This is an optimization exercise on Yosys and OpenROAD, whose aim is small area and a short achievable clock period, not a production implementation. The RTL was checked by simulation tests, not by an equivalence proof against the original design. No activity file was given, so power comes from the tool's default toggle rates.

==> flow/design.v (excerpt) <==
module fetch_predict
(
   input  logic        CLK,
   input  logic        nRST,
   input  logic        ihit,
   input  logic [31:0] imemload,
   input  logic        resolve_valid,
   input  logic        resolve_cond,
   input  logic        resolve_jump,
   input  logic        resolve_taken,
   input  logic        resolve_predicted,
   input  logic [31:0] resolve_pc,
   input  logic [31:0] resolve_target,
   output logic [31:0] imemaddr,
   output logic [31:0] fetch_instr,
   output logic [31:0] fetch_pc_plus_4,
   output logic        fetch_predicted,
   output logic        flush
);
Size: ~1,200 cells after synthesis, roughly 200 I/O pins.
==> flow/config.mk <==
export PLATFORM = sky130hd
export DESIGN_NAME = fetch_predict
export DESIGN_NICKNAME = fetch_predict
export VERILOG_FILES = /design/flow/design.v
export SDC_FILE = /design/flow/constraint.sdc
export NUM_CORES = 4
export LEC_CHECK = 0
export CAP_MARGIN = 20
export CORE_MARGIN = 2
export CORE_UTILIZATION = 55
export CTS_CLUSTER_DIAMETER = 80
export CTS_CLUSTER_SIZE = 24
export PLACE_DENSITY = 0.7
export SETUP_SLACK_MARGIN = 1.8
export SLEW_MARGIN = 20
==> flow/constraint.sdc <==
create_clock -name core_clock -period 4.3 [get_ports {CLK}]
set_input_delay 0.8600 -clock core_clock [delete_from_list [all_inputs] [get_ports {CLK}]]
set_output_delay 0.8600 -clock core_clock [all_outputs]
set_load 0.01 [all_outputs]
standard.sh (not shown) runs the stock make flow with config.mk's settings and CLKGATE_MAP_FILE= SYNTH_SCRIPT=/design/flow/synth_recipe.tcl, a recipe that flattens the netlist after the stock synthesis.
==> flow/flow/run.sh <==
#!/bin/bash
# Standard layout, with two changes to how it is made:
#  - plain buf_2 cells as the port buffers instead of the delay buffers
#    buffer_ports picks by default (every port still gets its own buffer);
#  - the resizer may swap a cell for any other size of the same function,
#    not only ones with the same footprint (placement is legalised after
#    every repair step).
set -euo pipefail
export BUFFER_PORTS_ARGS="-buffer_cell sky130_fd_sc_hd__buf_2"
bash standard.sh MATCH_CELL_FOOTPRINT=0 finish > standard.log 2>&1
Then changed:
==> flow/flow/run.sh (replaced) <==
#!/bin/bash
# Standard layout, with plain buf_2 cells as the port buffers instead of
# the delay buffers buffer_ports picks by default. Every port still gets
# its own buffer.
set -euo pipefail
export BUFFER_PORTS_ARGS="-buffer_cell sky130_fd_sc_hd__buf_2"
bash standard.sh > standard.log 2>&1
Settings changed: CORE_UTILIZATION 55 to 62, PLACE_DENSITY 0.7 to unset, SETUP_SLACK_MARGIN 1.8 to 1.75.
=> The new run produced a clean layout; setup slack gains 0.037 ns; register-to-register slack gains 0.04 ns; design area falls by about 1.4%; routed wire length falls by 6.8%; clock-buffer cell count rises by 2; area after synthesis is unchanged.
Then changed:
Settings changed: CORE_UTILIZATION 62 to 48, SETUP_SLACK_MARGIN 1.75 to 1.8.
Result: Design area is higher by 3.4%. Total power is higher by 4.6%. Final cell count increases by 8.2%. Count of clock-buffer cells in the layout falls by 2. Sequential share of layout area decreases by 1.8 points. Fmax decreases by 4.2%. Clock power rose by about 10%. Sequential cell count stays the same. Combinational power rises by about 10%.
Then changed:
==> flow/flow/run.sh (replaced) <==
#!/bin/bash
# Standard layout, with two changes to how it is made:
#  - plain buf_2 cells as the port buffers instead of the delay buffers
#    buffer_ports picks by default (every port still gets its own buffer);
#  - the resizer may swap a cell for any other size of the same function,
#    not only ones with the same footprint (placement is legalised after
#    every repair step).
set -euo pipefail
export BUFFER_PORTS_ARGS="-buffer_cell sky130_fd_sc_hd__buf_2"
bash standard.sh MATCH_CELL_FOOTPRINT=0 finish > standard.log 2>&1
Settings changed: CORE_UTILIZATION 48 to 58.
After rerunning: Wire length decreases by 9.4%. Critical path depth decreases by 4. Via count decreases by 2.9%. Power decreases by 5.0%.

* * *

north:
Starting RTL as in the previous note.
Settings: LEC_CHECK=0, CAP_MARGIN=20, CORE_MARGIN=2, CORE_UTILIZATION=55, CTS_CLUSTER_DIAMETER=80, CTS_CLUSTER_SIZE=24, SETUP_SLACK_MARGIN=1.8, SLEW_MARGIN=20; clock period 4.3 ns.
==> flow/flow/run.sh <==
#!/bin/bash
# Standard layout, with plain buf_2 cells as the port buffers instead of
# the delay buffers buffer_ports picks by default. Every port still gets
# its own buffer.
set -euo pipefail
export BUFFER_PORTS_ARGS="-buffer_cell sky130_fd_sc_hd__buf_2"
bash standard.sh > standard.log 2>&1
north finished end to end and its layout was clean on timing, DRC and antenna.
Modified inputs, south compared to north
==> flow/flow/run.sh <==
#!/bin/bash
# Standard layout, with two changes to how it is made:
#  - plain buf_2 cells as the port buffers instead of the delay buffers
#    buffer_ports picks by default (every port still gets its own buffer);
#  - the resizer may swap a cell for any other size of the same function,
#    not only ones with the same footprint (placement is legalised after
#    every repair step).
set -euo pipefail
export BUFFER_PORTS_ARGS="-buffer_cell sky130_fd_sc_hd__buf_2"
bash standard.sh MATCH_CELL_FOOTPRINT=0 finish > standard.log 2>&1
--- a/flow/config.mk
+++ b/flow/config.mk
@@ -13 +13 @@
-export SETUP_SLACK_MARGIN = 1.8
+export SETUP_SLACK_MARGIN = 1.9
Notes after the runs:
| power density over cell area | lower: south |. north has lower final core area utilization than south. south against north; leakage power is up by a few percent. The worst clock skew on the final layout on north is in line with that on south. north vs south, slowest stage cell on the critical path: sky130_fd_sc_hd__nand2b_4 vs sky130_fd_sc_hd__dfrtp_2. Setup slack, north and south: lower on south. Non-clock buffer count was lower in north than in south. south: design area higher than north. north → south: count of antenna diodes in the layout fell 1; combined global-route utilization of all metal layers rose 1.3 points. Diff north -> south | non-filler instance count after layout | increase of 33.
For east, these inputs were changed with respect to south:
==> flow/flow/run.sh <==
#!/bin/bash
# Standard layout, with plain buf_2 cells as the port buffers instead of
# the delay buffers buffer_ports picks by default. Every port still gets
# its own buffer.
set -euo pipefail
export BUFFER_PORTS_ARGS="-buffer_cell sky130_fd_sc_hd__buf_2"
bash standard.sh > standard.log 2>&1
--- a/flow/config.mk
+++ b/flow/config.mk
@@ -10 +10 @@
-export CORE_UTILIZATION = 55
+export CORE_UTILIZATION = 62
@@ -13 +13 @@
-export SETUP_SLACK_MARGIN = 1.9
+export SETUP_SLACK_MARGIN = 1.8
Notes after the runs:
Looking at count of multi-input combinational gates, east sits about 0.53% below south.
Floorplan check, east vs south: die outline smaller in east
Relative to south, power share of the clock group increased by 1.8 points in east.
Going from south to east, post-route worst hold slack higher, delay of the slowest cell on the worst path lower, post-DP HPWL lower.
diff inputs: east => west
==> flow/flow/run.sh <==
#!/bin/bash
# Standard layout, with two changes to how it is made:
#  - plain buf_1 cells as the port buffers instead of the delay buffers
#    buffer_ports picks by default (every port still gets its own buffer);
#  - the resizer may swap a cell for any other size of the same function,
#    not only ones with the same footprint (placement is legalised after
#    every repair step).
set -euo pipefail
export BUFFER_PORTS_ARGS="-buffer_cell sky130_fd_sc_hd__buf_1"
bash standard.sh MATCH_CELL_FOOTPRINT=0 finish > standard.log 2>&1
--- a/flow/config.mk
+++ b/flow/config.mk
@@ -10 +10 @@
-export CORE_UTILIZATION = 62
+export CORE_UTILIZATION = 55
Results
- On final worst setup slack, the lower figure sits with west, not east.
- west reports a higher total power than east does.
- east has higher first-pass GRT wire length than west.
- Relative to east, the final cycle utilization of the critical path of west is higher by 0.96 points.
- The fraction of layout cells with a size suffix above 1 in west was lower than what east gave.
- The lower multi-input logic portion of the cell area of west and east is in east.
- Measured against each other, west and east differ in post-cts gate resize count, the higher figure coming from west.
diff inputs: west => middle
==> flow/flow/run.sh <==
#!/bin/bash
# Standard layout, with plain buf_2 cells as the port buffers instead of
# the delay buffers buffer_ports picks by default. Every port still gets
# its own buffer.
set -euo pipefail
export BUFFER_PORTS_ARGS="-buffer_cell sky130_fd_sc_hd__buf_2"
bash standard.sh > standard.log 2>&1
--- a/flow/config.mk
+++ b/flow/config.mk
@@ -10 +10 @@
-export CORE_UTILIZATION = 55
+export CORE_UTILIZATION = 62
@@ -13 +13 @@
-export SETUP_SLACK_MARGIN = 1.8
+export SETUP_SLACK_MARGIN = 1.9
### Flow results
From west to middle the numbers moved as follows: die area shrank by about 11%, clock transition at the registers of the reported paths held steady, count of non-CTS inverters in the layout held steady.
Summary of the comparison: initial antenna violation count is lower in middle, relative to west.
When the final numbers for middle and west were put side by side, the post-route clock period utilization turned out to be greater in west.

## what the ideal ports hide
The flow's constraints put no driver on any port. The routed layouts listed below were extracted and timed again, unchanged, in two steps.
Step 1 sets driving cells, clkbuf_16 on the clock port and buf_2 on the other inputs (assumed; they add their load-dependent delay and slew).
Step 2, shift: input delay + t, output delay - t, t = (earliest + latest rising clock arrival at the registers) / 2. This alone moves slack from input paths to output paths.
a / b / c = no drivers / after step 1 / after step 2; a / b = the first two.
run	shift t [ns]	slack for setup (ns)	worst slew at a driven data input, ns	pins driven straight from the clock port
the first run of note 1	0.579	1.686 / 1.686 / 1.249	0.06	1
the second run of note 1	0.571	1.723 / 1.714 / 1.253	0.07	1
the third run of note 1	0.587	1.611 / 1.611 / 1.199	0.09	1
the fourth run of note 1	0.577	1.833 / 1.809 / 1.276	0.07	1
north	0.580	1.821 / 1.773 / 1.282	0.07	1
south	0.581	1.583 / 1.583 / 1.207	0.07	1
east	0.570	1.757 / 1.757 / 1.266	0.07	1
west	0.585	1.716 / 1.716 / 1.242	0.06	1
middle	0.575	1.770 / 1.767 / 1.356	0.06	1
After both steps setup and hold are still met in every run listed. The setup slack of the fourth run of note 1, which loses most, moves by -0.024 ns with the drivers and by -0.557 ns with both steps.
